This design comes from an exercise in tuning for small area and a short achievable clock period on the open sky130 flow, not from production work. The RTL was checked by simulation tests, not by an equivalence proof against the original design. Power is estimated from default activity; no workload was simulated.

### design/flow/config.mk
export PLATFORM = sky130hd
export DESIGN_NAME = mac_pipe_real
export DESIGN_NICKNAME = mac_pipe_real
export VERILOG_FILES = /design/flow/design.v
export SDC_FILE = /design/flow/constraint.sdc
export NUM_CORES = 4
export LEC_CHECK = 0
export ABC_AREA = 1
export ABC_CLOCK_PERIOD_IN_PS = 3000
export CAP_MARGIN = 20
export CORE_MARGIN = 2
export CORE_UTILIZATION = 40
export SLEW_MARGIN = 20
export TNS_END_PERCENT = 20
### design/flow/constraint.sdc
create_clock -name core_clock -period 10.0 [get_ports {clk}]
set_input_delay 2.0000 -clock core_clock [delete_from_list [all_inputs] [get_ports {clk}]]
set_output_delay 2.0000 -clock core_clock [all_outputs]
set_load 0.01 [all_outputs]
### design/flow/design.v
package mac_pipe_real_pkg;
  localparam logic MODE_MUL = 1'b0;
  localparam logic MODE_ACC = 1'b1;
  function automatic logic signed [63:0] sat_max(input int width);
    sat_max = (64'sd1 <<< (width - 1)) - 64'sd1;
  endfunction
  function automatic logic signed [63:0] sat_min(input int width);
    sat_min = 64'sd0 - (64'sd1 <<< (width - 1));
  endfunction
  function automatic int align_shift(input int a_exp, input int b_exp, input int c_exp);
    align_shift = (a_exp + b_exp) - c_exp;
  endfunction
endpackage
module mac_mul_cs (
  input  logic [15:0] a,
  input  logic [15:0] b,
  output logic [27:0] cs0,
  output logic [27:0] cs1,
  output logic        cin
);
  wire k1;
  wire k2;
  wire k3;
  wire k4;
  wire k5;
  wire k6;
  wire k7;
  wire s8;
  wire c9;
  wire s10;
  wire c11;
  wire s12;
  wire c13;
  wire s14;
  wire c15;
  wire s16;
  wire c17;
  wire s18;
  wire c19;
  wire s20;
  wire c21;
  wire s22;
  wire c23;
  wire s24;
  wire c25;
  wire s26;
  wire c27;
  wire s28;
  wire c29;
  wire s30;
  wire c31;
  wire s32;
  wire c33;
  wire s34;
  wire c35;
  wire s36;
  wire c37;
  wire s38;
  wire c39;
  wire s40;
  wire c41;
  wire s42;
  wire c43;
  wire s44;
  wire c45;
  wire s46;
  wire c47;
  wire s48;
  wire c49;
  wire s50;
  wire c51;
  wire s52;
  wire c53;
  wire s54;
  wire c55;
  wire s56;
  wire c57;
  wire s58;
  wire c59;
  wire s60;
  wire c61;
  wire s62;
  wire c63;
  wire s64;
  wire c65;
  wire s66;
  wire c67;
  wire s68;
  wire c69;
  wire s70;
  wire c71;
  wire s72;
  wire c73;
  wire s74;
  wire c75;
  wire s76;
  wire c77;
  wire s78;
  wire c79;
  wire s80;
  wire c81;
  wire s82;
  wire c83;
  wire s84;
  wire c85;
  wire s86;
  wire c87;
  wire s88;
  wire c89;
  wire s90;
  wire c91;
  wire s92;
  wire c93;
  wire s94;
  wire c95;
  wire s96;
  wire c97;
  wire s98;
  wire c99;
  wire s100;
  wire c101;
  wire s102;
  wire c103;
  wire s104;
  wire c105;
  wire s106;
  wire c107;
  wire s108;
  wire c109;
  wire s110;
  wire c111;
  wire s112;
  wire c113;
  wire s114;
  wire c115;
  wire s116;
  wire c117;
  wire s118;
  wire c119;
  wire s120;
  wire c121;
  wire s122;
  wire c123;
  wire s124;
  wire c125;
  wire s126;
  wire c127;
  wire s128;
  wire c129;
  wire s130;
  wire c131;
  wire s132;
  wire c133;
  wire s134;
  wire c135;
  wire s136;
  wire c137;
  wire s138;
  wire c139;
  wire s140;
  wire c141;
  wire s142;
  wire c143;
  wire s144;
  wire c145;
  wire s146;
  wire c147;
  wire s148;
  wire c149;
  wire s150;
  wire c151;
  wire s152;
  wire c153;
  wire s154;
  wire c155;
  wire s156;
  wire c157;
  wire s158;
  wire c159;
  wire s160;
  wire c161;
  wire s162;
  wire c163;
  wire s164;
  wire c165;
  wire s166;
  wire c167;
  wire s168;
  wire c169;
  wire s170;
  wire c171;
  wire s172;
  wire c173;
  wire s174;
  wire c175;
  wire s176;
  wire c177;
  wire s178;
  wire c179;
  wire s180;
  wire c181;
  wire s182;
  wire c183;
  wire s184;
  wire c185;
  wire s186;
  wire c187;
  wire s188;
  wire c189;
  wire s190;
  wire c191;
  wire s192;
  wire c193;
  wire s194;
  wire c195;
  wire s196;
  wire c197;
  wire s198;
  wire c199;
  wire s200;
  wire c201;
  wire s202;
  wire c203;
  wire s204;
  wire c205;
  wire s206;
  wire c207;
  wire s208;
  wire c209;
  wire s210;
  wire c211;
  wire s212;
  wire c213;
  wire s214;
  wire c215;
  wire s216;
  wire c217;
  wire s218;
  wire c219;
  wire s220;
  wire c221;
  wire s222;
  wire c223;
  wire s224;
  wire c225;
  wire s226;
  wire c227;
  wire s228;
  wire c229;
  wire s230;
  wire c231;
  wire s232;
  wire c233;
  wire s234;
  wire c235;
  wire s236;
  wire c237;
  wire s238;
  wire c239;
  wire lc240;
  wire lc241;
  wire lc242;
  wire lc243;
  wire one0 = b[0] ^ 1'b0;
  wire two0 = (b[1] & ~b[0] & ~1'b0) | (~b[1] & b[0] & 1'b0);
  wire neg0 = b[1];
  wire one1 = b[2] ^ b[1];
  wire two1 = (b[3] & ~b[2] & ~b[1]) | (~b[3] & b[2] & b[1]);
  wire neg1 = b[3];
  wire one2 = b[4] ^ b[3];
  wire two2 = (b[5] & ~b[4] & ~b[3]) | (~b[5] & b[4] & b[3]);
  wire neg2 = b[5];
  wire one3 = b[6] ^ b[5];
  wire two3 = (b[7] & ~b[6] & ~b[5]) | (~b[7] & b[6] & b[5]);
  wire neg3 = b[7];
  wire one4 = b[8] ^ b[7];
  wire two4 = (b[9] & ~b[8] & ~b[7]) | (~b[9] & b[8] & b[7]);
  wire neg4 = b[9];
  wire one5 = b[10] ^ b[9];
  wire two5 = (b[11] & ~b[10] & ~b[9]) | (~b[11] & b[10] & b[9]);
  wire neg5 = b[11];
  wire one6 = b[12] ^ b[11];
  wire two6 = (b[13] & ~b[12] & ~b[11]) | (~b[13] & b[12] & b[11]);
  wire neg6 = b[13];
  wire one7 = b[14] ^ b[13];
  wire two7 = (b[15] & ~b[14] & ~b[13]) | (~b[15] & b[14] & b[13]);
  wire neg7 = b[15];
  wire pp0_0 = ((one0 & a[0]) | (two0 & 1'b0)) ^ neg0;
  wire pp0_1 = ((one0 & a[1]) | (two0 & a[0])) ^ neg0;
  wire pp0_2 = ((one0 & a[2]) | (two0 & a[1])) ^ neg0;
  wire pp0_3 = ((one0 & a[3]) | (two0 & a[2])) ^ neg0;
  wire pp0_4 = ((one0 & a[4]) | (two0 & a[3])) ^ neg0;
  wire pp0_5 = ((one0 & a[5]) | (two0 & a[4])) ^ neg0;
  wire pp0_6 = ((one0 & a[6]) | (two0 & a[5])) ^ neg0;
  wire pp0_7 = ((one0 & a[7]) | (two0 & a[6])) ^ neg0;
  wire pp0_8 = ((one0 & a[8]) | (two0 & a[7])) ^ neg0;
  wire pp0_9 = ((one0 & a[9]) | (two0 & a[8])) ^ neg0;
  wire pp0_10 = ((one0 & a[10]) | (two0 & a[9])) ^ neg0;
  wire pp0_11 = ((one0 & a[11]) | (two0 & a[10])) ^ neg0;
  wire pp0_12 = ((one0 & a[12]) | (two0 & a[11])) ^ neg0;
  wire pp0_13 = ((one0 & a[13]) | (two0 & a[12])) ^ neg0;
  wire pp0_14 = ((one0 & a[14]) | (two0 & a[13])) ^ neg0;
  wire pp0_15 = ((one0 & a[15]) | (two0 & a[14])) ^ neg0;
  wire pp0_16 = ((one0 & a[15]) | (two0 & a[15])) ^ neg0;
  wire pp1_0 = ((one1 & a[0]) | (two1 & 1'b0)) ^ neg1;
  wire pp1_1 = ((one1 & a[1]) | (two1 & a[0])) ^ neg1;
  wire pp1_2 = ((one1 & a[2]) | (two1 & a[1])) ^ neg1;
  wire pp1_3 = ((one1 & a[3]) | (two1 & a[2])) ^ neg1;
  wire pp1_4 = ((one1 & a[4]) | (two1 & a[3])) ^ neg1;
  wire pp1_5 = ((one1 & a[5]) | (two1 & a[4])) ^ neg1;
  wire pp1_6 = ((one1 & a[6]) | (two1 & a[5])) ^ neg1;
  wire pp1_7 = ((one1 & a[7]) | (two1 & a[6])) ^ neg1;
  wire pp1_8 = ((one1 & a[8]) | (two1 & a[7])) ^ neg1;
  wire pp1_9 = ((one1 & a[9]) | (two1 & a[8])) ^ neg1;
  wire pp1_10 = ((one1 & a[10]) | (two1 & a[9])) ^ neg1;
  wire pp1_11 = ((one1 & a[11]) | (two1 & a[10])) ^ neg1;
  wire pp1_12 = ((one1 & a[12]) | (two1 & a[11])) ^ neg1;
  wire pp1_13 = ((one1 & a[13]) | (two1 & a[12])) ^ neg1;
  wire pp1_14 = ((one1 & a[14]) | (two1 & a[13])) ^ neg1;
  wire pp1_15 = ((one1 & a[15]) | (two1 & a[14])) ^ neg1;
  wire pp1_16 = ((one1 & a[15]) | (two1 & a[15])) ^ neg1;
  wire pp2_0 = ((one2 & a[0]) | (two2 & 1'b0)) ^ neg2;
  wire pp2_1 = ((one2 & a[1]) | (two2 & a[0])) ^ neg2;
  wire pp2_2 = ((one2 & a[2]) | (two2 & a[1])) ^ neg2;
  wire pp2_3 = ((one2 & a[3]) | (two2 & a[2])) ^ neg2;
  wire pp2_4 = ((one2 & a[4]) | (two2 & a[3])) ^ neg2;
  wire pp2_5 = ((one2 & a[5]) | (two2 & a[4])) ^ neg2;
  wire pp2_6 = ((one2 & a[6]) | (two2 & a[5])) ^ neg2;
  wire pp2_7 = ((one2 & a[7]) | (two2 & a[6])) ^ neg2;
  wire pp2_8 = ((one2 & a[8]) | (two2 & a[7])) ^ neg2;
  wire pp2_9 = ((one2 & a[9]) | (two2 & a[8])) ^ neg2;
  wire pp2_10 = ((one2 & a[10]) | (two2 & a[9])) ^ neg2;
  wire pp2_11 = ((one2 & a[11]) | (two2 & a[10])) ^ neg2;
  wire pp2_12 = ((one2 & a[12]) | (two2 & a[11])) ^ neg2;
  wire pp2_13 = ((one2 & a[13]) | (two2 & a[12])) ^ neg2;
  wire pp2_14 = ((one2 & a[14]) | (two2 & a[13])) ^ neg2;
  wire pp2_15 = ((one2 & a[15]) | (two2 & a[14])) ^ neg2;
  wire pp2_16 = ((one2 & a[15]) | (two2 & a[15])) ^ neg2;
  wire pp3_0 = ((one3 & a[0]) | (two3 & 1'b0)) ^ neg3;
  wire pp3_1 = ((one3 & a[1]) | (two3 & a[0])) ^ neg3;
  wire pp3_2 = ((one3 & a[2]) | (two3 & a[1])) ^ neg3;
  wire pp3_3 = ((one3 & a[3]) | (two3 & a[2])) ^ neg3;
  wire pp3_4 = ((one3 & a[4]) | (two3 & a[3])) ^ neg3;
  wire pp3_5 = ((one3 & a[5]) | (two3 & a[4])) ^ neg3;
  wire pp3_6 = ((one3 & a[6]) | (two3 & a[5])) ^ neg3;
  wire pp3_7 = ((one3 & a[7]) | (two3 & a[6])) ^ neg3;
  wire pp3_8 = ((one3 & a[8]) | (two3 & a[7])) ^ neg3;
  wire pp3_9 = ((one3 & a[9]) | (two3 & a[8])) ^ neg3;
  wire pp3_10 = ((one3 & a[10]) | (two3 & a[9])) ^ neg3;
  wire pp3_11 = ((one3 & a[11]) | (two3 & a[10])) ^ neg3;
  wire pp3_12 = ((one3 & a[12]) | (two3 & a[11])) ^ neg3;
  wire pp3_13 = ((one3 & a[13]) | (two3 & a[12])) ^ neg3;
  wire pp3_14 = ((one3 & a[14]) | (two3 & a[13])) ^ neg3;
  wire pp3_15 = ((one3 & a[15]) | (two3 & a[14])) ^ neg3;
  wire pp3_16 = ((one3 & a[15]) | (two3 & a[15])) ^ neg3;
  wire pp4_0 = ((one4 & a[0]) | (two4 & 1'b0)) ^ neg4;
  wire pp4_1 = ((one4 & a[1]) | (two4 & a[0])) ^ neg4;
  wire pp4_2 = ((one4 & a[2]) | (two4 & a[1])) ^ neg4;
  wire pp4_3 = ((one4 & a[3]) | (two4 & a[2])) ^ neg4;
  wire pp4_4 = ((one4 & a[4]) | (two4 & a[3])) ^ neg4;
  wire pp4_5 = ((one4 & a[5]) | (two4 & a[4])) ^ neg4;
  wire pp4_6 = ((one4 & a[6]) | (two4 & a[5])) ^ neg4;
  wire pp4_7 = ((one4 & a[7]) | (two4 & a[6])) ^ neg4;
  wire pp4_8 = ((one4 & a[8]) | (two4 & a[7])) ^ neg4;
  wire pp4_9 = ((one4 & a[9]) | (two4 & a[8])) ^ neg4;
  wire pp4_10 = ((one4 & a[10]) | (two4 & a[9])) ^ neg4;
  wire pp4_11 = ((one4 & a[11]) | (two4 & a[10])) ^ neg4;
  wire pp4_12 = ((one4 & a[12]) | (two4 & a[11])) ^ neg4;
  wire pp4_13 = ((one4 & a[13]) | (two4 & a[12])) ^ neg4;
  wire pp4_14 = ((one4 & a[14]) | (two4 & a[13])) ^ neg4;
  wire pp4_15 = ((one4 & a[15]) | (two4 & a[14])) ^ neg4;
  wire pp4_16 = ((one4 & a[15]) | (two4 & a[15])) ^ neg4;
  wire pp5_0 = ((one5 & a[0]) | (two5 & 1'b0)) ^ neg5;
  wire pp5_1 = ((one5 & a[1]) | (two5 & a[0])) ^ neg5;
  wire pp5_2 = ((one5 & a[2]) | (two5 & a[1])) ^ neg5;
  wire pp5_3 = ((one5 & a[3]) | (two5 & a[2])) ^ neg5;
  wire pp5_4 = ((one5 & a[4]) | (two5 & a[3])) ^ neg5;
  wire pp5_5 = ((one5 & a[5]) | (two5 & a[4])) ^ neg5;
  wire pp5_6 = ((one5 & a[6]) | (two5 & a[5])) ^ neg5;
  wire pp5_7 = ((one5 & a[7]) | (two5 & a[6])) ^ neg5;
  wire pp5_8 = ((one5 & a[8]) | (two5 & a[7])) ^ neg5;
  wire pp5_9 = ((one5 & a[9]) | (two5 & a[8])) ^ neg5;
  wire pp5_10 = ((one5 & a[10]) | (two5 & a[9])) ^ neg5;
  wire pp5_11 = ((one5 & a[11]) | (two5 & a[10])) ^ neg5;
  wire pp5_12 = ((one5 & a[12]) | (two5 & a[11])) ^ neg5;
  wire pp5_13 = ((one5 & a[13]) | (two5 & a[12])) ^ neg5;
  wire pp5_14 = ((one5 & a[14]) | (two5 & a[13])) ^ neg5;
  wire pp5_15 = ((one5 & a[15]) | (two5 & a[14])) ^ neg5;
  wire pp5_16 = ((one5 & a[15]) | (two5 & a[15])) ^ neg5;
  wire pp6_0 = ((one6 & a[0]) | (two6 & 1'b0)) ^ neg6;
  wire pp6_1 = ((one6 & a[1]) | (two6 & a[0])) ^ neg6;
  wire pp6_2 = ((one6 & a[2]) | (two6 & a[1])) ^ neg6;
  wire pp6_3 = ((one6 & a[3]) | (two6 & a[2])) ^ neg6;
  wire pp6_4 = ((one6 & a[4]) | (two6 & a[3])) ^ neg6;
  wire pp6_5 = ((one6 & a[5]) | (two6 & a[4])) ^ neg6;
  wire pp6_6 = ((one6 & a[6]) | (two6 & a[5])) ^ neg6;
  wire pp6_7 = ((one6 & a[7]) | (two6 & a[6])) ^ neg6;
  wire pp6_8 = ((one6 & a[8]) | (two6 & a[7])) ^ neg6;
  wire pp6_9 = ((one6 & a[9]) | (two6 & a[8])) ^ neg6;
  wire pp6_10 = ((one6 & a[10]) | (two6 & a[9])) ^ neg6;
  wire pp6_11 = ((one6 & a[11]) | (two6 & a[10])) ^ neg6;
  wire pp6_12 = ((one6 & a[12]) | (two6 & a[11])) ^ neg6;
  wire pp6_13 = ((one6 & a[13]) | (two6 & a[12])) ^ neg6;
  wire pp6_14 = ((one6 & a[14]) | (two6 & a[13])) ^ neg6;
  wire pp6_15 = ((one6 & a[15]) | (two6 & a[14])) ^ neg6;
  wire pp6_16 = ((one6 & a[15]) | (two6 & a[15])) ^ neg6;
  wire pp7_0 = ((one7 & a[0]) | (two7 & 1'b0)) ^ neg7;
  wire pp7_1 = ((one7 & a[1]) | (two7 & a[0])) ^ neg7;
  wire pp7_2 = ((one7 & a[2]) | (two7 & a[1])) ^ neg7;
  wire pp7_3 = ((one7 & a[3]) | (two7 & a[2])) ^ neg7;
  wire pp7_4 = ((one7 & a[4]) | (two7 & a[3])) ^ neg7;
  wire pp7_5 = ((one7 & a[5]) | (two7 & a[4])) ^ neg7;
  wire pp7_6 = ((one7 & a[6]) | (two7 & a[5])) ^ neg7;
  wire pp7_7 = ((one7 & a[7]) | (two7 & a[6])) ^ neg7;
  wire pp7_8 = ((one7 & a[8]) | (two7 & a[7])) ^ neg7;
  wire pp7_9 = ((one7 & a[9]) | (two7 & a[8])) ^ neg7;
  wire pp7_10 = ((one7 & a[10]) | (two7 & a[9])) ^ neg7;
  wire pp7_11 = ((one7 & a[11]) | (two7 & a[10])) ^ neg7;
  wire pp7_12 = ((one7 & a[12]) | (two7 & a[11])) ^ neg7;
  wire pp7_13 = ((one7 & a[13]) | (two7 & a[12])) ^ neg7;
  wire pp7_14 = ((one7 & a[14]) | (two7 & a[13])) ^ neg7;
  wire pp7_15 = ((one7 & a[15]) | (two7 & a[14])) ^ neg7;
  wire pp7_16 = ((one7 & a[15]) | (two7 & a[15])) ^ neg7;
  assign k1 = ~(pp1_14);
  assign k2 = ~(pp1_14);
  assign k3 = ~(pp2_15);
  assign k4 = ~(pp3_15);
  assign k5 = ~(pp4_15);
  assign k6 = ~(pp5_15);
  assign k7 = ~(pp7_15);
  assign s8 = neg5 ^ pp0_10;
  assign c9 = neg5 & pp0_10;
  assign s10 = pp0_11 ^ pp1_9;
  assign c11 = pp0_11 & pp1_9;
  assign s12 = neg6 ^ pp0_12 ^ pp1_10;
  assign c13 = (neg6 & pp0_12) | (neg6 & pp1_10) | (pp0_12 & pp1_10);
  assign s14 = pp2_8 ^ pp3_6;
  assign c15 = pp2_8 & pp3_6;
  assign s16 = pp0_13 ^ pp1_11 ^ pp2_9;
  assign c17 = (pp0_13 & pp1_11) | (pp0_13 & pp2_9) | (pp1_11 & pp2_9);
  assign s18 = pp3_7 ^ pp4_5;
  assign c19 = pp3_7 & pp4_5;
  assign s20 = neg7 ^ pp0_14 ^ pp1_12;
  assign c21 = (neg7 & pp0_14) | (neg7 & pp1_12) | (pp0_14 & pp1_12);
  assign s22 = pp2_10 ^ pp3_8 ^ pp4_6;
  assign c23 = (pp2_10 & pp3_8) | (pp2_10 & pp4_6) | (pp3_8 & pp4_6);
  assign s24 = pp5_4 ^ pp6_2;
  assign c25 = pp5_4 & pp6_2;
  assign s26 = pp0_15 ^ pp1_13 ^ pp2_11;
  assign c27 = (pp0_15 & pp1_13) | (pp0_15 & pp2_11) | (pp1_13 & pp2_11);
  assign s28 = pp3_9 ^ pp4_7 ^ pp5_5;
  assign c29 = (pp3_9 & pp4_7) | (pp3_9 & pp5_5) | (pp4_7 & pp5_5);
  assign s30 = pp6_3 ^ pp7_1;
  assign c31 = pp6_3 & pp7_1;
  assign s32 = pp2_12 ^ pp3_10 ^ pp4_8;
  assign c33 = (pp2_12 & pp3_10) | (pp2_12 & pp4_8) | (pp3_10 & pp4_8);
  assign s34 = pp5_6 ^ pp6_4 ^ pp7_2;
  assign c35 = (pp5_6 & pp6_4) | (pp5_6 & pp7_2) | (pp6_4 & pp7_2);
  assign s36 = ~pp0_16 ^ k1;
  assign c37 = ~pp0_16 & k1;
  assign s38 = pp1_15 ^ pp2_13 ^ pp3_11;
  assign c39 = (pp1_15 & pp2_13) | (pp1_15 & pp3_11) | (pp2_13 & pp3_11);
  assign s40 = pp4_9 ^ pp5_7 ^ pp6_5;
  assign c41 = (pp4_9 & pp5_7) | (pp4_9 & pp6_5) | (pp5_7 & pp6_5);
  assign s42 = pp7_3 ^ k2;
  assign c43 = pp7_3 & k2;
  assign s44 = pp1_14 ^ pp2_14 ^ pp3_12;
  assign c45 = (pp1_14 & pp2_14) | (pp1_14 & pp3_12) | (pp2_14 & pp3_12);
  assign s46 = pp4_10 ^ pp5_8 ^ pp6_6;
  assign c47 = (pp4_10 & pp5_8) | (pp4_10 & pp6_6) | (pp5_8 & pp6_6);
  assign s48 = pp7_4 ^ ~pp1_16;
  assign c49 = pp7_4 & ~pp1_16;
  assign s50 = pp3_13 ^ pp4_11 ^ pp5_9;
  assign c51 = (pp3_13 & pp4_11) | (pp3_13 & pp5_9) | (pp4_11 & pp5_9);
  assign s52 = pp6_7 ^ pp7_5;
  assign c53 = pp6_7 & pp7_5;
  assign s54 = pp2_15 ^ pp3_14 ^ pp4_12;
  assign c55 = (pp2_15 & pp3_14) | (pp2_15 & pp4_12) | (pp3_14 & pp4_12);
  assign s56 = pp5_10 ^ pp6_8;
  assign c57 = pp5_10 & pp6_8;
  assign s58 = pp4_13 ^ pp5_11;
  assign c59 = pp4_13 & pp5_11;
  assign s60 = pp3_15 ^ pp4_14;
  assign c61 = pp3_15 & pp4_14;
  assign s62 = neg3 ^ pp0_6;
  assign c63 = neg3 & pp0_6;
  assign s64 = pp0_7 ^ pp1_5;
  assign c65 = pp0_7 & pp1_5;
  assign s66 = neg4 ^ pp0_8 ^ pp1_6;
  assign c67 = (neg4 & pp0_8) | (neg4 & pp1_6) | (pp0_8 & pp1_6);
  assign s68 = pp2_4 ^ pp3_2;
  assign c69 = pp2_4 & pp3_2;
  assign s70 = pp0_9 ^ pp1_7 ^ pp2_5;
  assign c71 = (pp0_9 & pp1_7) | (pp0_9 & pp2_5) | (pp1_7 & pp2_5);
  assign s72 = pp3_3 ^ pp4_1;
  assign c73 = pp3_3 & pp4_1;
  assign s74 = pp1_8 ^ pp2_6 ^ pp3_4;
  assign c75 = (pp1_8 & pp2_6) | (pp1_8 & pp3_4) | (pp2_6 & pp3_4);
  assign s76 = pp4_2 ^ pp5_0 ^ s8;
  assign c77 = (pp4_2 & pp5_0) | (pp4_2 & s8) | (pp5_0 & s8);
  assign s78 = pp2_7 ^ pp3_5 ^ pp4_3;
  assign c79 = (pp2_7 & pp3_5) | (pp2_7 & pp4_3) | (pp3_5 & pp4_3);
  assign s80 = pp5_1 ^ c9 ^ s10;
  assign c81 = (pp5_1 & c9) | (pp5_1 & s10) | (c9 & s10);
  assign s82 = pp4_4 ^ pp5_2 ^ pp6_0;
  assign c83 = (pp4_4 & pp5_2) | (pp4_4 & pp6_0) | (pp5_2 & pp6_0);
  assign s84 = c11 ^ s14 ^ s12;
  assign c85 = (c11 & s14) | (c11 & s12) | (s14 & s12);
  assign s86 = pp5_3 ^ pp6_1 ^ c15;
  assign c87 = (pp5_3 & pp6_1) | (pp5_3 & c15) | (pp6_1 & c15);
  assign s88 = s18 ^ c13 ^ s16;
  assign c89 = (s18 & c13) | (s18 & s16) | (c13 & s16);
  assign s90 = pp7_0 ^ c19 ^ s24;
  assign c91 = (pp7_0 & c19) | (pp7_0 & s24) | (c19 & s24);
  assign s92 = c17 ^ s20 ^ s22;
  assign c93 = (c17 & s20) | (c17 & s22) | (s20 & s22);
  assign s94 = c25 ^ s30 ^ c21;
  assign c95 = (c25 & s30) | (c25 & c21) | (s30 & c21);
  assign s96 = c23 ^ s26 ^ s28;
  assign c97 = (c23 & s26) | (c23 & s28) | (s26 & s28);
  assign s98 = c31 ^ s36 ^ c27;
  assign c99 = (c31 & s36) | (c31 & c27) | (s36 & c27);
  assign s100 = c29 ^ s32 ^ s34;
  assign c101 = (c29 & s32) | (c29 & s34) | (s32 & s34);
  assign s102 = c37 ^ s42 ^ c33;
  assign c103 = (c37 & s42) | (c37 & c33) | (s42 & c33);
  assign s104 = c35 ^ s38 ^ s40;
  assign c105 = (c35 & s38) | (c35 & s40) | (s38 & s40);
  assign s106 = c43 ^ s48 ^ c39;
  assign c107 = (c43 & s48) | (c43 & c39) | (s48 & c39);
  assign s108 = c41 ^ s44 ^ s46;
  assign c109 = (c41 & s44) | (c41 & s46) | (s44 & s46);
  assign s110 = k3 ^ c49 ^ s52;
  assign c111 = (k3 & c49) | (k3 & s52) | (c49 & s52);
  assign s112 = c45 ^ c47 ^ s50;
  assign c113 = (c45 & c47) | (c45 & s50) | (c47 & s50);
  assign s114 = pp7_6 ^ ~pp2_16 ^ c53;
  assign c115 = (pp7_6 & ~pp2_16) | (pp7_6 & c53) | (~pp2_16 & c53);
  assign s116 = s56 ^ c51 ^ s54;
  assign c117 = (s56 & c51) | (s56 & s54) | (c51 & s54);
  assign s118 = pp6_9 ^ pp7_7 ^ k4;
  assign c119 = (pp6_9 & pp7_7) | (pp6_9 & k4) | (pp7_7 & k4);
  assign s120 = c57 ^ s58 ^ c55;
  assign c121 = (c57 & s58) | (c57 & c55) | (s58 & c55);
  assign s122 = pp5_12 ^ pp6_10 ^ pp7_8;
  assign c123 = (pp5_12 & pp6_10) | (pp5_12 & pp7_8) | (pp6_10 & pp7_8);
  assign s124 = ~pp3_16 ^ c59 ^ s60;
  assign c125 = (~pp3_16 & c59) | (~pp3_16 & s60) | (c59 & s60);
  assign s126 = pp5_13 ^ pp6_11 ^ pp7_9;
  assign c127 = (pp5_13 & pp6_11) | (pp5_13 & pp7_9) | (pp6_11 & pp7_9);
  assign s128 = k5 ^ c61;
  assign c129 = k5 & c61;
  assign s130 = pp4_15 ^ pp5_14 ^ pp6_12;
  assign c131 = (pp4_15 & pp5_14) | (pp4_15 & pp6_12) | (pp5_14 & pp6_12);
  assign s132 = pp7_10 ^ ~pp4_16;
  assign c133 = pp7_10 & ~pp4_16;
  assign s134 = pp6_13 ^ pp7_11;
  assign c135 = pp6_13 & pp7_11;
  assign s136 = pp5_15 ^ pp6_14;
  assign c137 = pp5_15 & pp6_14;
  assign s138 = neg2 ^ pp0_4;
  assign c139 = neg2 & pp0_4;
  assign s140 = pp0_5 ^ pp1_3;
  assign c141 = pp0_5 & pp1_3;
  assign s142 = pp1_4 ^ pp2_2 ^ pp3_0;
  assign c143 = (pp1_4 & pp2_2) | (pp1_4 & pp3_0) | (pp2_2 & pp3_0);
  assign s144 = pp2_3 ^ pp3_1 ^ c63;
  assign c145 = (pp2_3 & pp3_1) | (pp2_3 & c63) | (pp3_1 & c63);
  assign s146 = pp4_0 ^ c65 ^ s68;
  assign c147 = (pp4_0 & c65) | (pp4_0 & s68) | (c65 & s68);
  assign s148 = c69 ^ s72 ^ c67;
  assign c149 = (c69 & s72) | (c69 & c67) | (s72 & c67);
  assign s150 = c73 ^ c71 ^ s74;
  assign c151 = (c73 & c71) | (c73 & s74) | (c71 & s74);
  assign s152 = c75 ^ s78 ^ c77;
  assign c153 = (c75 & s78) | (c75 & c77) | (s78 & c77);
  assign s154 = c79 ^ s82 ^ c81;
  assign c155 = (c79 & s82) | (c79 & c81) | (s82 & c81);
  assign s156 = c83 ^ s86 ^ c85;
  assign c157 = (c83 & s86) | (c83 & c85) | (s86 & c85);
  assign s158 = c87 ^ s90 ^ c89;
  assign c159 = (c87 & s90) | (c87 & c89) | (s90 & c89);
  assign s160 = c91 ^ s94 ^ c93;
  assign c161 = (c91 & s94) | (c91 & c93) | (s94 & c93);
  assign s162 = c95 ^ s98 ^ c97;
  assign c163 = (c95 & s98) | (c95 & c97) | (s98 & c97);
  assign s164 = c99 ^ s102 ^ c101;
  assign c165 = (c99 & s102) | (c99 & c101) | (s102 & c101);
  assign s166 = c103 ^ s106 ^ c105;
  assign c167 = (c103 & s106) | (c103 & c105) | (s106 & c105);
  assign s168 = s110 ^ c107 ^ c109;
  assign c169 = (s110 & c107) | (s110 & c109) | (c107 & c109);
  assign s170 = s114 ^ c111 ^ c113;
  assign c171 = (s114 & c111) | (s114 & c113) | (c111 & c113);
  assign s172 = s118 ^ c115 ^ s120;
  assign c173 = (s118 & c115) | (s118 & s120) | (c115 & s120);
  assign s174 = s122 ^ c119 ^ s124;
  assign c175 = (s122 & c119) | (s122 & s124) | (c119 & s124);
  assign s176 = c123 ^ s126 ^ s128;
  assign c177 = (c123 & s126) | (c123 & s128) | (s126 & s128);
  assign s178 = s132 ^ c127 ^ s130;
  assign c179 = (s132 & c127) | (s132 & s130) | (c127 & s130);
  assign s180 = k6 ^ c133 ^ s134;
  assign c181 = (k6 & c133) | (k6 & s134) | (c133 & s134);
  assign s182 = pp7_12 ^ ~pp5_16 ^ c135;
  assign c183 = (pp7_12 & ~pp5_16) | (pp7_12 & c135) | (~pp5_16 & c135);
  assign s184 = pp6_15 ^ pp7_13;
  assign c185 = pp6_15 & pp7_13;
  assign s186 = neg1 ^ pp0_2;
  assign c187 = neg1 & pp0_2;
  assign s188 = pp0_3 ^ pp1_1;
  assign c189 = pp0_3 & pp1_1;
  assign s190 = pp1_2 ^ pp2_0 ^ s138;
  assign c191 = (pp1_2 & pp2_0) | (pp1_2 & s138) | (pp2_0 & s138);
  assign s192 = pp2_1 ^ c139 ^ s140;
  assign c193 = (pp2_1 & c139) | (pp2_1 & s140) | (c139 & s140);
  assign s194 = c141 ^ s62 ^ s142;
  assign c195 = (c141 & s62) | (c141 & s142) | (s62 & s142);
  assign s196 = s64 ^ c143 ^ s144;
  assign c197 = (s64 & c143) | (s64 & s144) | (c143 & s144);
  assign s198 = s66 ^ c145 ^ s146;
  assign c199 = (s66 & c145) | (s66 & s146) | (c145 & s146);
  assign s200 = s70 ^ c147 ^ s148;
  assign c201 = (s70 & c147) | (s70 & s148) | (c147 & s148);
  assign s202 = s76 ^ c149 ^ s150;
  assign c203 = (s76 & c149) | (s76 & s150) | (c149 & s150);
  assign s204 = s80 ^ c151 ^ s152;
  assign c205 = (s80 & c151) | (s80 & s152) | (c151 & s152);
  assign s206 = s84 ^ c153 ^ s154;
  assign c207 = (s84 & c153) | (s84 & s154) | (c153 & s154);
  assign s208 = s88 ^ c155 ^ s156;
  assign c209 = (s88 & c155) | (s88 & s156) | (c155 & s156);
  assign s210 = s92 ^ c157 ^ s158;
  assign c211 = (s92 & c157) | (s92 & s158) | (c157 & s158);
  assign s212 = s96 ^ c159 ^ s160;
  assign c213 = (s96 & c159) | (s96 & s160) | (c159 & s160);
  assign s214 = s100 ^ c161 ^ s162;
  assign c215 = (s100 & c161) | (s100 & s162) | (c161 & s162);
  assign s216 = s104 ^ c163 ^ s164;
  assign c217 = (s104 & c163) | (s104 & s164) | (c163 & s164);
  assign s218 = s108 ^ c165 ^ s166;
  assign c219 = (s108 & c165) | (s108 & s166) | (c165 & s166);
  assign s220 = s112 ^ c167 ^ s168;
  assign c221 = (s112 & c167) | (s112 & s168) | (c167 & s168);
  assign s222 = s116 ^ c169 ^ s170;
  assign c223 = (s116 & c169) | (s116 & s170) | (c169 & s170);
  assign s224 = c117 ^ c171 ^ s172;
  assign c225 = (c117 & c171) | (c117 & s172) | (c171 & s172);
  assign s226 = c121 ^ s174 ^ c173;
  assign c227 = (c121 & s174) | (c121 & c173) | (s174 & c173);
  assign s228 = c125 ^ s176 ^ c175;
  assign c229 = (c125 & s176) | (c125 & c175) | (s176 & c175);
  assign s230 = c129 ^ s178 ^ c177;
  assign c231 = (c129 & s178) | (c129 & c177) | (s178 & c177);
  assign s232 = c131 ^ s180 ^ c179;
  assign c233 = (c131 & s180) | (c131 & c179) | (s180 & c179);
  assign s234 = s136 ^ s182 ^ c181;
  assign c235 = (s136 & s182) | (s136 & c181) | (s182 & c181);
  assign s236 = c137 ^ s184 ^ c183;
  assign c237 = (c137 & s184) | (c137 & c183) | (s184 & c183);
  assign s238 = pp7_14 ^ ~pp6_16 ^ c185;
  assign c239 = (pp7_14 & ~pp6_16) | (pp7_14 & c185) | (~pp6_16 & c185);
  assign lc240 = (neg0 & pp0_0) | (neg0 & 1'b0) | (pp0_0 & 1'b0);
  assign lc241 = (pp0_1 & 1'b0) | (pp0_1 & lc240) | (1'b0 & lc240);
  assign lc242 = (pp1_0 & s186) | (pp1_0 & lc241) | (s186 & lc241);
  assign lc243 = (c187 & s188) | (c187 & lc242) | (s188 & lc242);
  assign cs0 = {1'b1, pp7_15, k7, s238, c235, s234, s232, s230, s228, c225, c223, c221, c219, c217, c215, c213, c211, c209, c207, c205, c203, c201, c199, c197, c195, c193, c191, c189};
  assign cs1 = {1'b0, ~pp7_16, c239, c237, s236, c233, c231, c229, c227, s226, s224, s222, s220, s218, s216, s214, s212, s210, s208, s206, s204, s202, s200, s198, s196, s194, s192, s190};
  assign cin = lc243;
endmodule
module mac_acc_sat (
  input  logic [27:0] cs0,
  input  logic [27:0] cs1,
  input  logic        cin,
  input  logic [23:0] acc,
  input  logic        acc_hit,
  input  logic        acc_sgn,
  input  logic        add_acc,
  output logic [23:0] res,
  output logic        hit,
  output logic        sgn
);
  wire [23:0] acc_e = acc_hit ? {acc_sgn, {23{~acc_sgn}}} : acc;
  wire [23:0] acc_g = add_acc ? acc_e : 24'd0;
  wire [27:0] accr = {4'b0000, ~acc_g[23], acc_g[22:0]};
  wire [27:0] y0 = cs0 ^ cs1 ^ accr;
  wire [27:0] y1 = {((cs0[26:0] & cs1[26:0]) | (cs0[26:0] & accr[26:0]) | (cs1[26:0] & accr[26:0])), cin};
  wire [27:0] g0 = y0 & y1;
  wire [27:0] p0 = y0 ^ y1;
  wire pg1 = g0[1] | (p0[1] & g0[0]);
  wire pg2 = g0[3] | (p0[3] & g0[2]);
  wire pp2 = p0[3] & p0[2];
  wire pg3 = g0[5] | (p0[5] & g0[4]);
  wire pp3 = p0[5] & p0[4];
  wire pg4 = g0[7] | (p0[7] & g0[6]);
  wire pp4 = p0[7] & p0[6];
  wire pg5 = g0[9] | (p0[9] & g0[8]);
  wire pp5 = p0[9] & p0[8];
  wire pg6 = g0[11] | (p0[11] & g0[10]);
  wire pp6 = p0[11] & p0[10];
  wire pg7 = g0[13] | (p0[13] & g0[12]);
  wire pp7 = p0[13] & p0[12];
  wire pg8 = g0[15] | (p0[15] & g0[14]);
  wire pp8 = p0[15] & p0[14];
  wire pg9 = g0[17] | (p0[17] & g0[16]);
  wire pp9 = p0[17] & p0[16];
  wire pg10 = g0[19] | (p0[19] & g0[18]);
  wire pp10 = p0[19] & p0[18];
  wire pg11 = g0[21] | (p0[21] & g0[20]);
  wire pp11 = p0[21] & p0[20];
  wire pg12 = g0[23] | (p0[23] & g0[22]);
  wire pp12 = p0[23] & p0[22];
  wire pg13 = g0[25] | (p0[25] & g0[24]);
  wire pp13 = p0[25] & p0[24];
  wire pg14 = g0[27] | (p0[27] & g0[26]);
  wire pp14 = p0[27] & p0[26];
  wire pg15 = g0[2] | (p0[2] & pg1);
  wire pg16 = pg2 | (pp2 & pg1);
  wire pg17 = g0[6] | (p0[6] & pg3);
  wire pp17 = p0[6] & pp3;
  wire pg18 = pg4 | (pp4 & pg3);
  wire pp18 = pp4 & pp3;
  wire pg19 = g0[10] | (p0[10] & pg5);
  wire pp19 = p0[10] & pp5;
  wire pg20 = pg6 | (pp6 & pg5);
  wire pp20 = pp6 & pp5;
  wire pg21 = g0[14] | (p0[14] & pg7);
  wire pp21 = p0[14] & pp7;
  wire pg22 = pg8 | (pp8 & pg7);
  wire pp22 = pp8 & pp7;
  wire pg23 = g0[18] | (p0[18] & pg9);
  wire pp23 = p0[18] & pp9;
  wire pg24 = pg10 | (pp10 & pg9);
  wire pp24 = pp10 & pp9;
  wire pg25 = g0[22] | (p0[22] & pg11);
  wire pp25 = p0[22] & pp11;
  wire pg26 = pg12 | (pp12 & pg11);
  wire pp26 = pp12 & pp11;
  wire pg27 = g0[26] | (p0[26] & pg13);
  wire pp27 = p0[26] & pp13;
  wire pg28 = pg14 | (pp14 & pg13);
  wire pp28 = pp14 & pp13;
  wire pg29 = g0[4] | (p0[4] & pg16);
  wire pg30 = pg3 | (pp3 & pg16);
  wire pg31 = pg17 | (pp17 & pg16);
  wire pg32 = pg18 | (pp18 & pg16);
  wire pg33 = g0[12] | (p0[12] & pg20);
  wire pp33 = p0[12] & pp20;
  wire pg34 = pg7 | (pp7 & pg20);
  wire pp34 = pp7 & pp20;
  wire pg35 = pg21 | (pp21 & pg20);
  wire pp35 = pp21 & pp20;
  wire pg36 = pg22 | (pp22 & pg20);
  wire pp36 = pp22 & pp20;
  wire pg37 = g0[20] | (p0[20] & pg24);
  wire pp37 = p0[20] & pp24;
  wire pg38 = pg11 | (pp11 & pg24);
  wire pp38 = pp11 & pp24;
  wire pg39 = pg25 | (pp25 & pg24);
  wire pp39 = pp25 & pp24;
  wire pg40 = pg26 | (pp26 & pg24);
  wire pp40 = pp26 & pp24;
  wire pg41 = g0[8] | (p0[8] & pg32);
  wire pg42 = pg5 | (pp5 & pg32);
  wire pg43 = pg19 | (pp19 & pg32);
  wire pg44 = pg20 | (pp20 & pg32);
  wire pg45 = pg33 | (pp33 & pg32);
  wire pg46 = pg34 | (pp34 & pg32);
  wire pg47 = pg35 | (pp35 & pg32);
  wire pg48 = pg36 | (pp36 & pg32);
  wire pg49 = g0[24] | (p0[24] & pg40);
  wire pp49 = p0[24] & pp40;
  wire pg50 = pg13 | (pp13 & pg40);
  wire pp50 = pp13 & pp40;
  wire pg51 = pg27 | (pp27 & pg40);
  wire pp51 = pp27 & pp40;
  wire pg52 = pg28 | (pp28 & pg40);
  wire pp52 = pp28 & pp40;
  wire pg53 = g0[16] | (p0[16] & pg48);
  wire pg54 = pg9 | (pp9 & pg48);
  wire pg55 = pg23 | (pp23 & pg48);
  wire pg56 = pg24 | (pp24 & pg48);
  wire pg57 = pg37 | (pp37 & pg48);
  wire pg58 = pg38 | (pp38 & pg48);
  wire pg59 = pg39 | (pp39 & pg48);
  wire pg60 = pg40 | (pp40 & pg48);
  wire pg61 = pg49 | (pp49 & pg48);
  wire pg62 = pg50 | (pp50 & pg48);
  wire pg63 = pg51 | (pp51 & pg48);
  wire pg64 = pg52 | (pp52 & pg48);
  wire pg65 = g0[2] | (p0[2] & g0[1]);
  wire pp65 = p0[2] & p0[1];
  wire pg66 = pg65 | (pp65 & g0[0]);
  wire pg67 = g0[4] | (p0[4] & g0[3]);
  wire pp67 = p0[4] & p0[3];
  wire pg68 = pg67 | (pp67 & pg66);
  wire pg69 = g0[8] | (p0[8] & g0[7]);
  wire pp69 = p0[8] & p0[7];
  wire pg70 = pg69 | (pp69 & pg31);
  wire pg71 = g0[16] | (p0[16] & g0[15]);
  wire pp71 = p0[16] & p0[15];
  wire pg72 = pg71 | (pp71 & pg47);
  wire [27:0] s = {(p0[27] ^ pg63), (p0[26] ^ pg62), (p0[25] ^ pg61), (p0[24] ^ pg60), (p0[23] ^ pg59), (p0[22] ^ pg58), (p0[21] ^ pg57), (p0[20] ^ pg56), (p0[19] ^ pg55), (p0[18] ^ pg54), (p0[17] ^ pg72), (p0[16] ^ pg48), (p0[15] ^ pg47), (p0[14] ^ pg46), (p0[13] ^ pg45), (p0[12] ^ pg44), (p0[11] ^ pg43), (p0[10] ^ pg42), (p0[9] ^ pg70), (p0[8] ^ pg32), (p0[7] ^ pg31), (p0[6] ^ pg30), (p0[5] ^ pg68), (p0[4] ^ pg16), (p0[3] ^ pg66), (p0[2] ^ pg1), (p0[1] ^ g0[0]), p0[0]};
  assign hit = ~(&s[27:23]) & (|s[27:23]);
  assign sgn = s[27];
  assign res = s[23:0];
endmodule
module mac_pipe_real
#(
  parameter int N_CH       = 4,
  parameter int PIPE_DEPTH = 2,
  parameter int a_width    = 16,
  parameter int a_exponent = -8,
  parameter int b_width    = 16,
  parameter int b_exponent = -8,
  parameter int c_width    = 24,
  parameter int c_exponent = -12
) (
  input  logic                      clk,
  input  logic                      rst,
  input  logic                      cke,
  input  logic                      mode,
  input  logic                      clr,
  input  logic                      in_valid,
  input  logic [N_CH*a_width-1:0]   a,
  input  logic [N_CH*b_width-1:0]   b,
  output logic                      out_valid,
  output logic [N_CH*c_width-1:0]   c,
  output logic [N_CH-1:0]           sat
);
  logic                    s1_vld;
  logic                    s1_clr;
  logic                    s1_mode;
  logic [27:0]             s1_cs0 [N_CH];
  logic [27:0]             s1_cs1 [N_CH];
  logic [N_CH-1:0]         s1_cin;
  logic [27:0]             mul_cs0 [N_CH];
  logic [27:0]             mul_cs1 [N_CH];
  logic [N_CH-1:0]         mul_cin;
  always_ff @(posedge clk) begin
    if (rst) begin
      s1_vld <= 1'b0;
      s1_clr <= 1'b0;
    end else if (cke) begin
      s1_vld <= in_valid;
      s1_clr <= clr;
    end
  end
  for (genvar k = 0; k < N_CH; k++) begin : g_mul
    mac_mul_cs u_mul (
      .a   (a[k*a_width +: a_width]),
      .b   (b[k*b_width +: b_width]),
      .cs0 (mul_cs0[k]),
      .cs1 (mul_cs1[k]),
      .cin (mul_cin[k])
    );
  end
  always_ff @(posedge clk) begin
    if (cke) begin
      s1_mode <= mode;
      for (int k = 0; k < N_CH; k++) begin
        s1_cs0[k] <= mul_cs0[k];
        s1_cs1[k] <= mul_cs1[k];
      end
      s1_cin  <= mul_cin;
    end
  end
  logic [c_width-1:0] acc_raw [N_CH];
  logic [N_CH-1:0]    acc_hit;
  logic [N_CH-1:0]    acc_sgn;
  logic [c_width-1:0] lane_res [N_CH];
  logic [N_CH-1:0]    lane_hit;
  logic [N_CH-1:0]    lane_sgn;
  logic               acc_vld;
  logic               add_acc;
  logic               upd_acc;
  assign add_acc = s1_mode & ~s1_clr & acc_vld;
  assign upd_acc = s1_mode | s1_clr;
  for (genvar k = 0; k < N_CH; k++) begin : g_lane
    mac_acc_sat u_lane (
      .cs0     (s1_cs0[k]),
      .cs1     (s1_cs1[k]),
      .cin     (s1_cin[k]),
      .acc     (acc_raw[k]),
      .acc_hit (acc_hit[k]),
      .acc_sgn (acc_sgn[k]),
      .add_acc (add_acc),
      .res     (lane_res[k]),
      .hit     (lane_hit[k]),
      .sgn     (lane_sgn[k])
    );
  end
  logic [c_width-1:0] c_raw [N_CH];
  logic [N_CH-1:0]    c_hit;
  logic [N_CH-1:0]    c_sgn;
  always_ff @(posedge clk) begin
    if (cke) begin
      for (int k = 0; k < N_CH; k++) c_raw[k] <= lane_res[k];
      c_hit <= lane_hit;
      c_sgn <= lane_sgn;
    end
  end
  always_comb begin
    for (int k = 0; k < N_CH; k++)
      c[k*c_width +: c_width] = c_hit[k] ? {c_sgn[k], {(c_width-1){~c_sgn[k]}}} : c_raw[k];
  end
  always_ff @(posedge clk) begin
    if (rst) begin
      out_valid <= 1'b0;
      acc_vld   <= 1'b0;
      sat       <= '0;
    end else if (cke) begin
      out_valid <= s1_vld;
      if (s1_vld) begin
        if (upd_acc) acc_vld <= 1'b1;
        for (int k = 0; k < N_CH; k++) sat[k] <= (sat[k] & ~s1_clr) | lane_hit[k];
      end else if (s1_clr) begin
        acc_vld <= 1'b0;
        sat     <= '0;
      end
    end
  end
  always_ff @(posedge clk) begin
    if (cke && s1_vld && upd_acc) begin
      for (int k = 0; k < N_CH; k++) begin
        acc_raw[k] <= lane_res[k];
        acc_hit[k] <= lane_hit[k];
        acc_sgn[k] <= lane_sgn[k];
      end
    end
  end
endmodule
### design/flow/flow/run.sh
#!/bin/bash
set -e
export SETUP_SLACK_MARGIN=5.5
export BUFFER_PORTS_ARGS="-buffer_cell sky130_fd_sc_hd__buf_2"
R=orfs/results/sky130hd/mac_pipe_real/base
bash standard.sh synth > synth.log 2>&1
python3 flow/polarity.py $R/1_2_yosys.v > polarity.log 2>&1
rm -f $R/1_synth.odb $R/1_synth.sdc
bash standard.sh finish > standard.log 2>&1
### design/flow/flow/polarity.py
#!/usr/bin/env python3
"""Remove inverters around full-adder cells in a mapped sky130 netlist.

A full adder is self-dual: FA(~a, ~b, ~c) = (~sum, ~cout). Synthesis often leaves
inverters between full adders (and between flip-flops, full adders and half adders);
this script chooses, for every full adder, whether it computes the true or the
complemented function so as to need as few inverters as possible, then rebuilds the
inverters: at most one per signal, only where a consumer needs the other polarity.
Only combinational inverter cells and full adders are touched; flip-flops are not.
Usage: polarity.py NETLIST.v   (rewrites the file in place, prints a summary)
"""
import re
import sys

path = sys.argv[1]
txt = open(path).read()

mstart = txt.index('module ')
hdr_end = txt.index(';', mstart) + 1
body_end = txt.rindex('endmodule')
header = txt[:hdr_end]
body = txt[hdr_end:body_end]
tail = txt[body_end:]

# split body into statements
stmts = []
for m in re.finditer(r'[^;]*;', body, re.S):
    stmts.append(m.group(0))

cell_re = re.compile(r'^\s*(sky130_fd_sc_hd__\w+)\s+(\S+)\s*\((.*)\)\s*;\s*$', re.S)
pin_re = re.compile(r'\.(\w+)\s*\(\s*([^()]*?)\s*\)')

OUTPINS = {'X', 'Y', 'Q', 'Q_N', 'SUM', 'COUT', 'HI', 'LO'}
cells = []   # dict(type,name,pins(list of (pin,net)), idx)
others = []  # (idx, text)
special_nets = set()   # nets appearing in assigns or ports
for i, s in enumerate(stmts):
    m = cell_re.match(s)
    if m:
        pins = pin_re.findall(m.group(3))
        cells.append({'type': m.group(1), 'name': m.group(2), 'pins': [(p, n.strip()) for p, n in pins], 'idx': i})
    else:
        others.append((i, s))
        st = s.strip()
        if st.startswith('assign'):
            for n in re.findall(r'[\\\w\[\]\.$]+', st[len('assign'):]):
                special_nets.add(n)
        if re.match(r'^\s*(input|output|inout)\b', s):
            decl = re.sub(r'^\s*(input|output|inout)\s*(\[[^\]]*\])?', '', s).strip().rstrip(';')
            for n in decl.split(','):
                special_nets.add(n.strip())

def base_name(n):
    return re.sub(r'\[\d+\]$', '', n)

def is_special(n):
    return n in special_nets or base_name(n) in special_nets

def is_inv(c):
    return re.match(r'sky130_fd_sc_hd__(inv|clkinv)_\d+$', c['type']) is not None

def is_fa(c):
    return re.match(r'sky130_fd_sc_hd__fa_\d+$', c['type']) is not None

# drivers
driver = {}
for c in cells:
    for p, n in c['pins']:
        if p in OUTPINS:
            driver[n] = c

# managed inverters: plain inverter whose output net is not special
inv_out = {}
for c in cells:
    if is_inv(c):
        d = dict(c['pins'])
        if not is_special(d['Y']):
            c['managed'] = True
            inv_out[d['Y']] = d['A']

def drive(t):
    return int(re.search(r'_(\d+)$', t).group(1))

def resolve(n):
    """net -> (base net, parity) through managed inverters"""
    par = 0
    seen = 0
    while n in inv_out and seen < 100:
        n = inv_out[n]
        par ^= 1
        seen += 1
    return n, par

# strongest inverter cell that inverted each base net, reused when rebuilding
inv_type = {}
for c in cells:
    if c.get('managed'):
        b, _ = resolve(dict(c['pins'])['A'])
        t = c['type']
        if b not in inv_type or drive(t) > drive(inv_type[b]):
            inv_type[b] = t

fas = [c for c in cells if is_fa(c)]
fa_of_out = {}
for k, c in enumerate(fas):
    c['k'] = k
    for p, n in c['pins']:
        if p in ('SUM', 'COUT'):
            fa_of_out[n] = k

# consumers per base net: list of (cell, pin, parity, fa index or None)
cons = {}
for c in cells:
    if c.get('managed'):
        continue
    for p, n in c['pins']:
        if p in OUTPINS:
            continue
        if n.startswith("1'b") or n == '':
            continue
        b, par = resolve(n)
        cons.setdefault(b, []).append((c, p, par, c['k'] if is_fa(c) else None))
# special nets driven by managed inverter? excluded by construction. Special nets read
# through assigns: treat as fixed consumers of polarity 0 of their own net.
for n in list(special_nets):
    pass

flip = [0] * len(fas)

def group_cost(b):
    src = flip[fa_of_out[b]] if b in fa_of_out else 0
    need = set()
    for c, p, par, k in cons.get(b, []):
        q = par ^ (flip[k] if k is not None else 0)
        need.add(q)
    # special nets that are base nets themselves need their true value on the net
    if is_special(b):
        need.add(0)
    return 1 if (need - {src}) else 0

def fa_groups(k):
    c = fas[k]
    gs = set()
    for p, n in c['pins']:
        if p in ('SUM', 'COUT'):
            gs.add(n)
        else:
            if n.startswith("1'b"):
                continue
            gs.add(resolve(n)[0])
    return gs

groups_of = [fa_groups(k) for k in range(len(fas))]
before = sum(group_cost(b) for b in cons)
n_inv_before = sum(1 for c in cells if c.get('managed'))
changed = True
it = 0
while changed and it < 50:
    changed = False
    it += 1
    for k in range(len(fas)):
        gs = groups_of[k]
        c0 = sum(group_cost(b) for b in gs)
        flip[k] ^= 1
        c1 = sum(group_cost(b) for b in gs)
        if c1 < c0:
            changed = True
        else:
            flip[k] ^= 1
after = sum(group_cost(b) for b in cons)

# rebuild
new_inv = {}
inv_fanout = {}
new_stmts = []
cnt = 0
def inv_net(b):
    global cnt
    if b not in new_inv:
        cnt += 1
        nn = f"polinv_n{cnt}"
        new_inv[b] = (nn, f"polinv_i{cnt}")
    return new_inv[b][0]

for b, lst in cons.items():
    src = flip[fa_of_out[b]] if b in fa_of_out else 0
    for c, p, par, k in lst:
        q = par ^ (flip[k] if k is not None else 0)
        net = b if q == src else inv_net(b)
        if net != b:
            inv_fanout[b] = inv_fanout.get(b, 0) + 1
        c.setdefault('newpins', {})[p] = net
    if is_special(b) and src != 0:
        raise SystemExit(f"special net {b} would be complemented")

def esc(n):
    return n + " " if n.startswith("\\") else n

out_body = []
for i, s in enumerate(stmts):
    out_body.append(None)
for i, s in others:
    out_body[i] = s
for c in cells:
    if c.get('managed'):
        out_body[c['idx']] = ''
        continue
    np = c.get('newpins', {})
    pins = ",\n".join(f"    .{p}({esc(np.get(p, n))})" for p, n in c['pins'])
    out_body[c['idx']] = f"\n  {c['type']} {c['name']} (\n{pins}\n  );"
extra = []
for b, (nn, iname) in new_inv.items():
    extra.append(f"\n  wire {nn};")
for b, (nn, iname) in new_inv.items():
    t = inv_type.get(b, "sky130_fd_sc_hd__inv_1")
    fo = inv_fanout.get(b, 1)
    want = 1 if fo <= 4 else (2 if fo <= 10 else 4)
    if drive(t) < want:
        t = f"sky130_fd_sc_hd__inv_{want}"
    extra.append(f"\n  {t} {iname} (\n    .A({esc(b)}),\n    .Y({nn})\n  );")
# wire declarations go first: insert extra wires right after header, cells at the end
res = header + "".join(extra[:len(new_inv)]) + "".join(x for x in out_body if x) + "".join(extra[len(new_inv):]) + "\n" + tail
open(path, 'w').write(res)
print(f"full adders {len(fas)}, flipped {sum(flip)}; inverters {n_inv_before} -> {len(new_inv)} (model {before} -> {after})")
### design/flow/standard.sh
#!/bin/bash
# synth_recipe.tcl (not shown) runs the flow's synth.tcl, then flattens the netlist and writes it again
# the make line also repeats each setting of config.mk as NAME=value (left out here)
make -C /OpenROAD-flow-scripts/flow DESIGN_CONFIG=/design/flow/config.mk WORK_HOME=/design/flow/orfs CLKGATE_MAP_FILE= SYNTH_SCRIPT=/design/flow/synth_recipe.tcl "${@:-finish}"
==> results of run 1 <==
## flip-flops by register name (all words and copies together) (netlist names), 4 cells and up
signal	count
c_sgn	4
acc_sgn	4
c_raw	96
acc_hit	4
c_hit	4
s1_cs1	108
sat	4
acc_raw	96
s1_cs0	108
s1_cin	4
## worst max-delay path, delay by kind of cell
| family | cells | cell delay, ns |
|---|---|---|
| AO/OA/AOI/OAI | 2 | 0.14 |
| XOR/XNOR | 1 | 0.38 |
| adder cells (fa/ha/maj) | 4 | 1.65 |
| buffers and inverters | 4 | 0.64 |
| AND/OR/NAND/NOR | 1 | 0.10 |
## routing by layer
metal,GRT usage,vias up
met1,0.2895,14940
li1,-,14060
met3,0.02698,161
met2,0.3354,934
met5,0,-
met4,0.05430,4
## power breakdown
part	total, W	internal, W	switching [W]
Clock	0.00196	0.00115	0.000810
Combinational	0.00828	0.00330	0.00498
Sequential	0.00399	0.00368	0.000307
Total	0.0142	0.00814	0.00610
## area by class of cell
class                   count  area, sq um
repair inverters            7        45.04
fillers                  9671        54870
inverters                 538         2203
flip-flops and latches    437        13040
clock inverters            34        380.4
well taps                1380         1727
repair buffers            346         2471
diodes                      1        2.502
multi-input cells        2888        26950
clock buffers              61         1356
## final timing paths
| check | start | end | cells after the start |
|---|---|---|---|
| worst min register to register | out_valid | out_valid | 2 |
| worst max register to register | s1_clr | acc_hit[1] | 24 |
| worst max-delay path | b[23] | s1_cs1[1][18] | 12 |
| worst min-delay path | out_valid | out_valid | 2 |
## metrics by stage
| step | cells | worst slack (ns) |
|---|---|---|
| finish | 5692 | 5.443 |
| floorplan | 4084 | 5.058 |
| detailed placement | 5481 | 4.086 |
| global placement | 5481 | 4.084 |
| CTS | 5661 | 5.378 |
| global route | 5691 | 5.409 |
## timing repair
item / CTS / global route
cloned: 4 / 6
pin swaps: 28 / 44
buffers inserted: 81 / 24
resized for setup: 79 / 124
setup endpoints to repair: 207 / 140
==> run notes, run 1 <==
* Post-Syn Instances at 4084
* Setup crit end kind: register
* Clock sinks at around 440
* Clk buf depth at 3
* Post-DRT Antenna Nets at 0
* Root buf cell: clkbuf_16
* Total Routing Usage GR at 0.2058
* CTS tree: yes
* DRC at 0
* Nets@finish at approximately 5.1k
* P per Cell Area at about 300 nW/um^2
* Class of the tightest hold or removal check: reg -> reg
* Met2 wire length at between 50000 and 60000 um
* Final worst path period need at ~4.6 ns
* Crit path top cell by count: fa_1
* Die height at 325.8 um
* Die X at 325.8 um
* Clock transition at path regs at ~0.06 ns
* Final setup viols at 0
* Status: finished clean
* Starting density of the core at 0.4020
* Cts hold-fix bufs at 0
* Leak at 21.27 nW
* IO Port Bufs at 234
* RSZ-0062 raised after global routing: yes
* Die area at roughly 110000 sq um
* First-pass GRT wire length at approximately 170000 um
* Largest net degree at the start of global routing at around 150
* Number of CTS-inserted buffers at 53
* Max_slew headroom at 0.3624
* Row count at around 120
* Avg Vias per Cell at around 5.3
* Commonest non-fill, non-tap cell in the layout: xor2_1
* WL met1 at 48900 um
* Ys Warns at 12
* CP arrival at between 4 and 5 ns
* Maxcap violations at 0
* CP max FO at 13
* R2R Setup Slk at about 5.8 ns
* Fin crit share at 0.4557
* WL final at roughly 110000 um
* Vias in the first global route at between 30k and 40k
* GR Overflow Total at 0
* Avg WL per Cell at 19.18 um
* PnR Total Power at between 0.01 and 0.015 W
* Skew-Pair Late Insertion Delay at roughly 0.65 ns
* Final Core Density at 0.4675
* Crit path kind: in -> reg
* Fmax at between 200 and 250 MHz
* H-tree depth at 2
* Core box area at between 100000 and 150000 sq um
* Hold Violations, Final at 0
* Worst slew pin tran at between 0.9 and 1 ns
* Setup Skew at roughly 0.042 ns
* Final Max Slew Viols at 0
* Top layer in use: met5
* Setup TNS at 0 ns
* Vias after detailed routing at between 30k and 40k
* Finished layout cell area at 48180 sq um
* Syn Area/Cell at roughly 10 sq um
* Max incr delay on CP at around 0.5 ns
* Commonest cells after routing, fill and taps aside: xor2_1 (545), nand2_1 (479), edfxtp_1 (429)
* TritonRoute pass-1 iters at 6
* Share of post-route cells with drive strength above 1 at 0.2136
* Met3 wire len at approximately 5900 um
* P&R area growth vs syn at 16.29%
* Setup crit start kind: input port
* WP data required at between 10 and 15 ns
* Slowest CP cell: fa_1
* Detailed placement HPWL at between 70000 and 80000 um
* Ports at around 240
* Placed Area at between 40000 and 50000 sq um
* Routability cong. at just under 0.9
* Syn Nets at between 4k and 5k
* Cell Area, Synth at 41430 sq um
* Critical path cell sequence: buf_6 > inv_4 > nand2_2 > o21ai_4 > buf_12 > o22ai_2 > xor2_1 > inv_1 > ha_4 > fa_1 > fa_1 > fa_1
* Drt initial violations at 2164
* Max IR drop VDD at between 150 and 200 uV
* Hold WS at 0.4682 ns
* Initial antenna violation count at 2
==> inputs of run 2 (changes only) <==
--- a/design/flow/flow/run.sh
+++ b/design/flow/flow/run.sh
@@ -2,5 +2,5 @@
 set -e
 export SETUP_SLACK_MARGIN=5.5
-export BUFFER_PORTS_ARGS="-buffer_cell sky130_fd_sc_hd__buf_2"
+export BUFFER_PORTS_ARGS="-buffer_cell sky130_fd_sc_hd__buf_4"
 R=orfs/results/sky130hd/mac_pipe_real/base
 bash standard.sh synth > synth.log 2>&1
--- a/design/flow/config.mk
+++ b/design/flow/config.mk
@@ -7,8 +7,7 @@
 export LEC_CHECK = 0
 export ABC_AREA = 1
-export ABC_CLOCK_PERIOD_IN_PS = 3000
 export CAP_MARGIN = 20
 export CORE_MARGIN = 2
 export CORE_UTILIZATION = 40
 export SLEW_MARGIN = 20
-export TNS_END_PERCENT = 20
+export TNS_END_PERCENT = 5
==> run notes, run 2 <==
* Hold Violations, Final at 0 (unchanged)
* Nets@finish at 5092 (+0.059%)
* Avg WL per Cell at 19.22 um (+0.21%)
* Reg2reg path depth at 24 (unchanged)
* Status: finished clean
* CTS tree: yes
* Fillers at 9653 (-0.19%)
* Largest net degree at the start of global routing at 145 (-0.68%)
* Clock transition at path regs at 0.06 ns (about the same)
* Antenna diodes at 0 (-1)
* Die height at 325.8 um (unchanged)
* Fin crit share at 0.4551 (-0.0006200)
* Vias in the first global route at 30.88k (-0.036%)
* Clk buf depth at 3 (unchanged)
* Cell internal pwr at 0.008240 W (+1.3%)
* Routability cong. at 0.8901 (+0.61%)
* Number of CTS-inserted buffers at 53 (unchanged)
* Row count at 118 (unchanged)
* Skew-Pair Late Insertion Delay at 0.64 ns (about the same)
* Syn Area/Cell at 10.14 sq um (unchanged)
* R2R Setup Slk at 5.78 ns (about the same)
* Vias after detailed routing at 30.05k (-0.18%)
* Sw Share at 0.4250 (-0.003397)
* Root buf cell: clkbuf_16
* Drt initial violations at 2400 (+11%)
* Starting density of the core at 0.4020 (unchanged)
* Combinational share of power at 0.585 (+0.003)
* Hold path endpoint: out_valid
* CP max FO at 13 (unchanged)
* Worst r2r dst: c_hit[2]
* Class of the tightest hold or removal check: reg -> reg
* Met2 wire length at 51370 um (-0.56%)
* Crit path kind: in -> reg
* Met3 wire len at 6387 um (+7.7%)
* Hold Crit Depth at 2 (unchanged)
* Max_slew headroom at 0.3311 (-0.03124)
* Total Routing Usage GR at 0.2050 (-0.0008415)
* Clock Power Share at 0.137 (about the same)
* Post-DRT Antenna Nets at 0 (unchanged)
* GR Overflow Total at 0 (unchanged)
* H-tree depth at 2 (unchanged)
* P&R area growth vs syn at 16.97%
* Top layer in use: met4
* TritonRoute pass-1 iters at 6 (unchanged)
* DRC at 0 (unchanged)
* First-pass GRT wire length at 173300 um (-0.65%)
* CP arrival at 4.91 ns (-0.03 ns)
* Sequential share of power at 0.278 (-0.002)
* P per Cell Area at 295.7 nW/um^2 (about the same)
* Avg Vias per Cell at 5.278 (-0.22%)
* Leak at 21.40 nW (+0.59%)
* Maxcap violations at 0 (unchanged)
* RSZ-0062 raised after global routing: yes
* Setup crit start kind: input port
* Setup Skew at 0.03575 ns (-0.006599 ns)
* Hold Path Origin: out_valid
* Detailed placement HPWL at 79220 um (+0.33%)
* Top Registers: s1_cs0: 108 flops, s1_cs1: 108 flops
* Core box area at 103100 sq um (unchanged)
* WL final at 109400 um (+0.25%)
* Setup TNS at 0 ns (unchanged)
* Clock sinks at 437 (unchanged)
* Final Max Slew Viols at 0 (unchanged)
* Origin of the critical flop-to-flop path: s1_clr
* Max IR drop VDD at 144.9 uV (-19%)
* Final setup viols at 0 (unchanged)
* Setup crit end kind: register
* Cts hold-fix bufs at 0 (unchanged)
* Initial antenna violation count at 0 (-2)
* Worst slew pin tran at 1.003 ns (+0.04686 ns)
* Cell Area, Synth at 41430 sq um (unchanged)
* Ys Warns at 12 (unchanged)
* Die area at 106200 sq um (unchanged)
* WP data required at 10.36 ns (-0.03 ns)
* Setup ws final at 5.449 ns (+0.006200 ns)
* Commonest non-fill, non-tap cell in the layout: xor2_1
* Dpl ws at 4.281 ns (+0.1946 ns)
* Final worst path period need at 4.551 ns (-0.006200 ns)
* P_sw at 0.006091 W (-0.12%)
* Post-Syn Instances at 4084 (unchanged)
* Ports at 235 (unchanged)
* Die X at 325.8 um (unchanged)
* Commonest cells after routing, fill and taps aside: xor2_1 (546), nand2_1 (476), o22ai_1 (439)
* Syn Nets at 4902 (unchanged)
* Fmax at 219.7 MHz (+0.14%)
* Share of post-route cells with drive strength above 1 at 0.2068 (-0.006871)
* IO Port Bufs at 234 (unchanged)
* WL met1 at 49020 um (+0.26%)
==> run 2: metrics by stage <==
step / total power (W) / cell area (sq um) / hold slack [ns] / util / cells
2_1_floorplan: 0.009952 / 43000 / 0.4483 / - / 4084
3_3_place_gp: 0.01218 / 45060 / 0.4564 / 0.4372 / 5482
3_5_place_dp: 0.01241 / 45060 / 0.4634 / 0.4372 / 5482
4_1_cts: 0.01450 / 47780 / 0.4757 / 0.4637 / 5668
6_report: 0.01433 / 48460 / 0.4790 / 0.4703 / 5694
5_1_grt: 0.01577 / 48460 / 0.4894 / 0.4703 / 5694
==> run 2: power by group through the flow <==
stage	Clock [W]	Sequential [W]	Combinational (W)
6_report	0.00196	0.00399	0.00838
5_1_grt	0.00209	0.00408	0.00961
4_1_cts	0.00203	0.00401	0.00846
3_5_place_dp	0	0.00404	0.00836
3_3_place_gp	0	0.00403	0.00814
2_1_floorplan	0	0.00394	0.00601
==> run 2: layout make-up <==
type / instances / area, sq um / area share
timing repair inverter: 5 / 32.53 / 0.0006713
clock buffer: 59 / 1349 / 0.02783
multi-input combinational: 2888 / 26740 / 0.5518
clock inverter: 36 / 399.1 / 0.008236
timing repair buffer: 351 / 2985 / 0.06160
sequential: 437 / 13040 / 0.2691
tap: 1380 / 1727 / 0.03563
inverter: 538 / 2183 / 0.04505
==> run 2: routing by layer <==
| layer | GRT usage | up-vias |
|---|---|---|
| li1 | - | 14050 |
| met1 | 0.2863 | 14880 |
| met2 | 0.3341 | 951 |
| met3 | 0.02783 | 170 |
| met4 | 0.05770 | 0 |
| met5 | 0 | - |
==> run 2: worst max-delay path by stage <==
stage | cells past startpoint | endpoint | slack, ns | startpoint
CTS | 11 | s1_cs1[1][10] | 5.44 | b[21]
detailed placement | 10 | s1_cs1[3][18] | 4.28 | b[55]
global route | 10 | s1_cs1[2][14] | 5.39 | b[35]
global placement | 10 | s1_cs1[3][14] | 4.30 | b[57]
floorplan | 13 | s1_cs1[0][13] | 5.06 | b[7]
finish | 12 | s1_cs1[1][13] | 5.45 | b[21]
==> run 2: what timing repair did <==
action                                  CTS  global route
endpoints found under the hold margin     0             0
pin swaps                                26            41
gates resized for setup                  42           123
setup buffers                            86            23
endpoints found under the setup margin  196           166
cloned                                    5             3
==> run 2: worst max-delay path, cell delays in order <==
cell,delay [ns]
buf_6,0.17
inv_6,0.11
nand2_2,0.10
o21ai_4,0.08
buf_4,0.15
o22ai_2,0.11
xor2_1,0.33
fa_2,0.52
fa_2,0.38
fa_1,0.48
inv_1,0.05
fa_1,0.42

static timing again, ports no longer ideal:
In the flow no input, the clock included, has a driving cell. The finished layouts below were timed again as built, in two steps.
Step 1 sets driving cells, clkbuf_16 on the clock port and buf_2 on the other inputs (assumed; they add their load-dependent delay and slew).
Step 2 times the ports against the registers' clock, not the clock port: input delays grow and output delays shrink by t, the midpoint of the rising clock arrivals with the driver on.
Three values: ideal, step 1, step 2; two values: the first two.
run | shift t [ns] | slack for setup (ns) | worst hold slack (ns) | clock arrival spread, ns | worst data-port slew with drivers (ns)
run 1 | 0.699 | 5.443 / 5.473 / 4.774 | 0.468 / 0.468 / 0.468 | 0.042 / 0.042 | 0.10
run 2 | 0.690 | 5.449 / 5.463 / 4.773 | 0.479 / 0.479 / 0.479 | 0.040 / 0.040 | 0.09
After both steps every run listed still meets setup and hold. For run 2, which loses most, drivers alone change the setup slack by +0.014 ns; drivers and shift together by -0.676 ns.
